What follows belongs to an exercise in optimizing a design on an open flow for small area, a short achievable clock period and few clock cycles per item; a production flow would make more cautious choices. The RTL was checked by simulation tests, not by an equivalence proof against the original design. Power is estimated from default activity; no workload was simulated.

Setup of run A:
==> flow/design.v (excerpt) <==
module dmem_responder #(
    parameter int unsigned DEPTH  = 64,
    parameter int unsigned DATA_W = 32
) (
    input  logic              clk,
    input  logic              reset,
    input  logic              req_valid,
    output logic              req_ready,
    input  logic              req_we,
    input  logic [31:0]       req_addr,
    input  logic [DATA_W-1:0] req_wdata,
    output logic              rsp_valid,
    input  logic              rsp_ready,
    output logic [DATA_W-1:0] rsp_rdata,
    output logic              rsp_err
);
Size: ~4,200 cells after synthesis, roughly 2,300 flip-flops, ~100 I/O pins, ~80,000 µm² of cells after synthesis.
clock: 4.0 ns
lec_check: 0
cap_margin: 20
core_margin: 2
core_utilization: 50
cts_buf_list: sky130_fd_sc_hd__clkbuf_16
cts_cluster_diameter: 100
cts_cluster_size: 25
setup_slack_margin: 1.9
slew_margin: 20
tns_end_percent: 100
standard.sh (not shown) runs the stock make flow with config.mk's settings and CLKGATE_MAP_FILE= SYNTH_SCRIPT=/design/flow/synth_recipe.tcl, a recipe that flattens the netlist after the stock synthesis.
==> flow/flow/run.sh <==
#!/bin/bash
# The standard layout (standard.sh) with these changes, all passed as ORFS make variables:
#  - synthesis maps the logic with an area-recovering ABC mapping followed by
#    delay-driven sizing (flow/abc_speed.script) instead of ORFS's delay-first script;
#  - the port buffers are buf_4 cells (buffer_ports -buffer_cell) rather than the
#    default pick, a slow delay buffer on this platform;
#  - timing repair may resize cells across footprints (MATCH_CELL_FOOTPRINT=0);
#  - besides the platform's own don't-use cells, the slow high-stack cells (a222oi,
#    a2111o(i), a311o(i), a41o(i), nor4*, or4*, o2111*, o311*, o41*) are not used.
# Everything else is ORFS's own scripts, unchanged. make's output goes to make_finish.log,
# and each ORFS step writes its own log under orfs/logs.
set -euo pipefail
dont_use=(
    sky130_fd_sc_hd__probe_p_8
    sky130_fd_sc_hd__probec_p_8
    sky130_fd_sc_hd__lpflow_bleeder_1
    sky130_fd_sc_hd__lpflow_clkbufkapwr_1
    sky130_fd_sc_hd__lpflow_clkbufkapwr_16
    sky130_fd_sc_hd__lpflow_clkbufkapwr_2
    sky130_fd_sc_hd__lpflow_clkbufkapwr_4
    sky130_fd_sc_hd__lpflow_clkbufkapwr_8
    sky130_fd_sc_hd__lpflow_clkinvkapwr_1
    sky130_fd_sc_hd__lpflow_clkinvkapwr_16
    sky130_fd_sc_hd__lpflow_clkinvkapwr_2
    sky130_fd_sc_hd__lpflow_clkinvkapwr_4
    sky130_fd_sc_hd__lpflow_clkinvkapwr_8
    sky130_fd_sc_hd__lpflow_decapkapwr_12
    sky130_fd_sc_hd__lpflow_decapkapwr_3
    sky130_fd_sc_hd__lpflow_decapkapwr_4
    sky130_fd_sc_hd__lpflow_decapkapwr_6
    sky130_fd_sc_hd__lpflow_decapkapwr_8
    sky130_fd_sc_hd__lpflow_inputiso0n_1
    sky130_fd_sc_hd__lpflow_inputiso0p_1
    sky130_fd_sc_hd__lpflow_inputiso1n_1
    sky130_fd_sc_hd__lpflow_inputiso1p_1
    sky130_fd_sc_hd__lpflow_inputisolatch_1
    sky130_fd_sc_hd__lpflow_isobufsrc_1
    sky130_fd_sc_hd__lpflow_isobufsrc_16
    sky130_fd_sc_hd__lpflow_isobufsrc_2
    sky130_fd_sc_hd__lpflow_isobufsrc_4
    sky130_fd_sc_hd__lpflow_isobufsrc_8
    sky130_fd_sc_hd__lpflow_isobufsrckapwr_16
    sky130_fd_sc_hd__lpflow_lsbuf_lh_hl_isowell_tap_1
    sky130_fd_sc_hd__lpflow_lsbuf_lh_hl_isowell_tap_2
    sky130_fd_sc_hd__lpflow_lsbuf_lh_hl_isowell_tap_4
    sky130_fd_sc_hd__lpflow_lsbuf_lh_isowell_4
    sky130_fd_sc_hd__lpflow_lsbuf_lh_isowell_tap_1
    sky130_fd_sc_hd__lpflow_lsbuf_lh_isowell_tap_2
    sky130_fd_sc_hd__lpflow_lsbuf_lh_isowell_tap_4
    sky130_fd_sc_hd__a2111o_1
    sky130_fd_sc_hd__a2111o_2
    sky130_fd_sc_hd__a2111o_4
    sky130_fd_sc_hd__a2111oi_0
    sky130_fd_sc_hd__a2111oi_1
    sky130_fd_sc_hd__a2111oi_2
    sky130_fd_sc_hd__a2111oi_4
    sky130_fd_sc_hd__a222oi_1
    sky130_fd_sc_hd__a311o_1
    sky130_fd_sc_hd__a311o_2
    sky130_fd_sc_hd__a311o_4
    sky130_fd_sc_hd__a311oi_1
    sky130_fd_sc_hd__a311oi_2
    sky130_fd_sc_hd__a311oi_4
    sky130_fd_sc_hd__a41o_1
    sky130_fd_sc_hd__a41o_2
    sky130_fd_sc_hd__a41o_4
    sky130_fd_sc_hd__a41oi_1
    sky130_fd_sc_hd__a41oi_2
    sky130_fd_sc_hd__a41oi_4
    sky130_fd_sc_hd__nor4_1
    sky130_fd_sc_hd__nor4_2
    sky130_fd_sc_hd__nor4_4
    sky130_fd_sc_hd__nor4b_1
    sky130_fd_sc_hd__nor4b_2
    sky130_fd_sc_hd__nor4b_4
    sky130_fd_sc_hd__nor4bb_1
    sky130_fd_sc_hd__nor4bb_2
    sky130_fd_sc_hd__nor4bb_4
    sky130_fd_sc_hd__o2111a_1
    sky130_fd_sc_hd__o2111a_2
    sky130_fd_sc_hd__o2111a_4
    sky130_fd_sc_hd__o2111ai_1
    sky130_fd_sc_hd__o2111ai_2
    sky130_fd_sc_hd__o2111ai_4
    sky130_fd_sc_hd__o311a_1
    sky130_fd_sc_hd__o311a_2
    sky130_fd_sc_hd__o311a_4
    sky130_fd_sc_hd__o311ai_0
    sky130_fd_sc_hd__o311ai_1
    sky130_fd_sc_hd__o311ai_2
    sky130_fd_sc_hd__o311ai_4
    sky130_fd_sc_hd__o41a_1
    sky130_fd_sc_hd__o41a_2
    sky130_fd_sc_hd__o41a_4
    sky130_fd_sc_hd__o41ai_1
    sky130_fd_sc_hd__o41ai_2
    sky130_fd_sc_hd__o41ai_4
    sky130_fd_sc_hd__or4_1
    sky130_fd_sc_hd__or4_2
    sky130_fd_sc_hd__or4_4
    sky130_fd_sc_hd__or4b_1
    sky130_fd_sc_hd__or4b_2
    sky130_fd_sc_hd__or4b_4
    sky130_fd_sc_hd__or4bb_1
    sky130_fd_sc_hd__or4bb_2
    sky130_fd_sc_hd__or4bb_4
)
here=$(pwd)
rm -rf "$here/scripts_mod"
mkdir -p "$here/scripts_mod"
for f in "$FLOW_HOME"/scripts/*; do
    ln -s "$f" "$here/scripts_mod/"
done
rm "$here/scripts_mod/abc_speed.script"
cp "$here/flow/abc_speed.script" "$here/scripts_mod/abc_speed.script"
bash standard.sh SCRIPTS_DIR="$here/scripts_mod" \
    "BUFFER_PORTS_ARGS=-buffer_cell sky130_fd_sc_hd__buf_4" \
    MATCH_CELL_FOOTPRINT=0 \
    "DONT_USE_CELLS=${dont_use[*]}" \
    finish > "$here/make_finish.log" 2>&1
==> flow/flow/abc_speed.script <==
strash
&get -n
&fraig -x
&put
dc2
strash
&get -n
&dch -f
&nf
&put
buffer -p
upsize -D 1500
dnsize -D 1500
Testbench counts of run A, summed over its fixed seeds: cycles 12,016, items 12,000.
[inputs] run B vs run A
Settings: SETUP_SLACK_MARGIN: 1.9 -> 2.0; CORE_UTILIZATION: 50 -> 42.
diff --git a/flow/flow/run.sh b/flow/flow/run.sh
--- a/flow/flow/run.sh
+++ b/flow/flow/run.sh
@@ -1,6 +1,7 @@
 #!/bin/bash
 # The standard layout (standard.sh) with these changes, all passed as ORFS make variables:
-#  - synthesis maps the logic with an area-recovering ABC mapping followed by
-#    delay-driven sizing (flow/abc_speed.script) instead of ORFS's delay-first script;
+#  - synthesis maps the logic with an area-recovering ABC mapping
+#    (flow/abc_speed.script) instead of ORFS's delay-first script; timing repair in
+#    the later steps does the sizing;
 #  - the port buffers are buf_4 cells (buffer_ports -buffer_cell) rather than the
 #    default pick, a slow delay buffer on this platform;
==> flow/flow/abc_speed.script <==
strash
&get -n
&fraig -x
&put
dc2
strash
&get -n
&dch -f
&nf
&put
[summary]
STATUS setup slack after layout: run B wins against run A
Run B vs. run A: post-synthesis cell area lost 900 µm², total number of tap cells picked up an extra 20%.
Here is what was changed in the inputs of run C compared with run B.
Settings: CORE_UTILIZATION changed from 42 to 48; SETUP_SLACK_MARGIN changed from 2.0 to 1.9.
- Relative to run B, the final design instance area without fill measured on run C has decreased slightly.
- Register-to-register slack for run C is higher than for run B.
- Run C reports a higher via density per instance than run B does.
- [compare] base=run B new=run C: total power fell 1.0%; worst setup slack rose 62 ps; aggregate routed wire length fell 11,000 µm; area of combinational cells with multiple inputs fell 280 µm²; post-cts gate resize count fell about 70%.
- Taking run B as the reference point, the worst slew slack as a fraction of its limit of run C falls by 0.71 points.
diff inputs: run C => run D
Settings: CORE_UTILIZATION changed from 48 to 42.
==> notes.md <==
Run D vs. run C: area added between synthesis and finish went down by 0.60 points. Lower proportion of power drawn by the clock network goes to run C over run D. Run D: done, clean on timing, DRC and antenna. Run D vs run C on global-route wire length before repair: run D is the higher one. The maximum ir drop on the vdd rail in run D is 0.865 times that in run C. Run C -> run D: total power flat. Register share of the cell area sits higher in run D than in run C. Setup WNS run C -> run D: worse. Diff run D..run C | cell area after placement | negligible.
diff inputs: run D => run E
Settings: SETUP_SLACK_MARGIN changed from 1.9 to 2.0.
diff --git a/flow/flow/run.sh b/flow/flow/run.sh
--- a/flow/flow/run.sh
+++ b/flow/flow/run.sh
@@ -1,7 +1,6 @@
 #!/bin/bash
 # The standard layout (standard.sh) with these changes, all passed as ORFS make variables:
-#  - synthesis maps the logic with an area-recovering ABC mapping
-#    (flow/abc_speed.script) instead of ORFS's delay-first script; timing repair in
-#    the later steps does the sizing;
+#  - synthesis maps the logic with an area-recovering ABC mapping followed by
+#    delay-driven sizing (flow/abc_speed.script) instead of ORFS's delay-first script;
 #  - the port buffers are buf_4 cells (buffer_ports -buffer_cell) rather than the
 #    default pick, a slow delay buffer on this platform;
==> flow/flow/abc_speed.script <==
strash
&get -n
&fraig -x
&put
dc2
strash
&get -n
&dch -f
&nf
&put
buffer -p
upsize -D 1500
dnsize -D 1500
--- outcome ---
Run E: full flow OK, the timing, DRC and antenna checks passed
Worst setup slack (lower): run E
Measured against each other, run E and run D differ in number of clock buffers in the layout, the higher figure coming from run D.
Summary: with run D as the reference, final design area excluding fillers in run E moved up by a few percent.
For the combinational group share of total power, run E came in 1.7 points higher than run D did.
Routed wire length (lower): run D
Deepest clock path buffer count came out exactly the same in run E and run D.
Compared with run D, run E shows a lower clock share of power.

-- separate check: timing with driven ports --
No port has a modelled driver above. Below, the same layouts with a new extraction and two added sets of constraints.
Step 1 assumes that a clkbuf_16 drives the clock port and a buf_2 every other input.
Step 2 moves the port delays by t, midway between the first and last clock arrival at a register: inputs arrive t later, outputs are due t later. That takes back most of the time a late clock gives input paths.
Slacks: ideal ports / drivers / drivers and shift; pairs: ideal ports / drivers.
run | t (ns) | setup slack, ns | worst hold slack (ns) | slew at the worst register clock pin (ns)
run A | 0.855 | 1.768 / 1.709 / 1.132 | 0.092 / 0.027 / 0.479 | 0.11 / 0.11
run B | 0.863 | 1.798 / 1.733 / 1.418 | 0.096 / 0.034 / 0.480 | 0.11 / 0.11
run C | 0.842 | 1.860 / 1.790 / 1.511 | 0.108 / 0.056 / 0.476 | 0.11 / 0.11
run D | 0.851 | 1.843 / 1.786 / 1.371 | 0.107 / 0.052 / 0.482 | 0.11 / 0.11
run E | 0.861 | 1.670 / 1.670 / 1.357 | 0.094 / 0.045 / 0.482 | 0.11 / 0.11
After both steps setup and hold are still met in every run listed. For run A, which loses most, drivers alone change the setup slack by -0.059 ns; drivers and shift together by -0.636 ns.
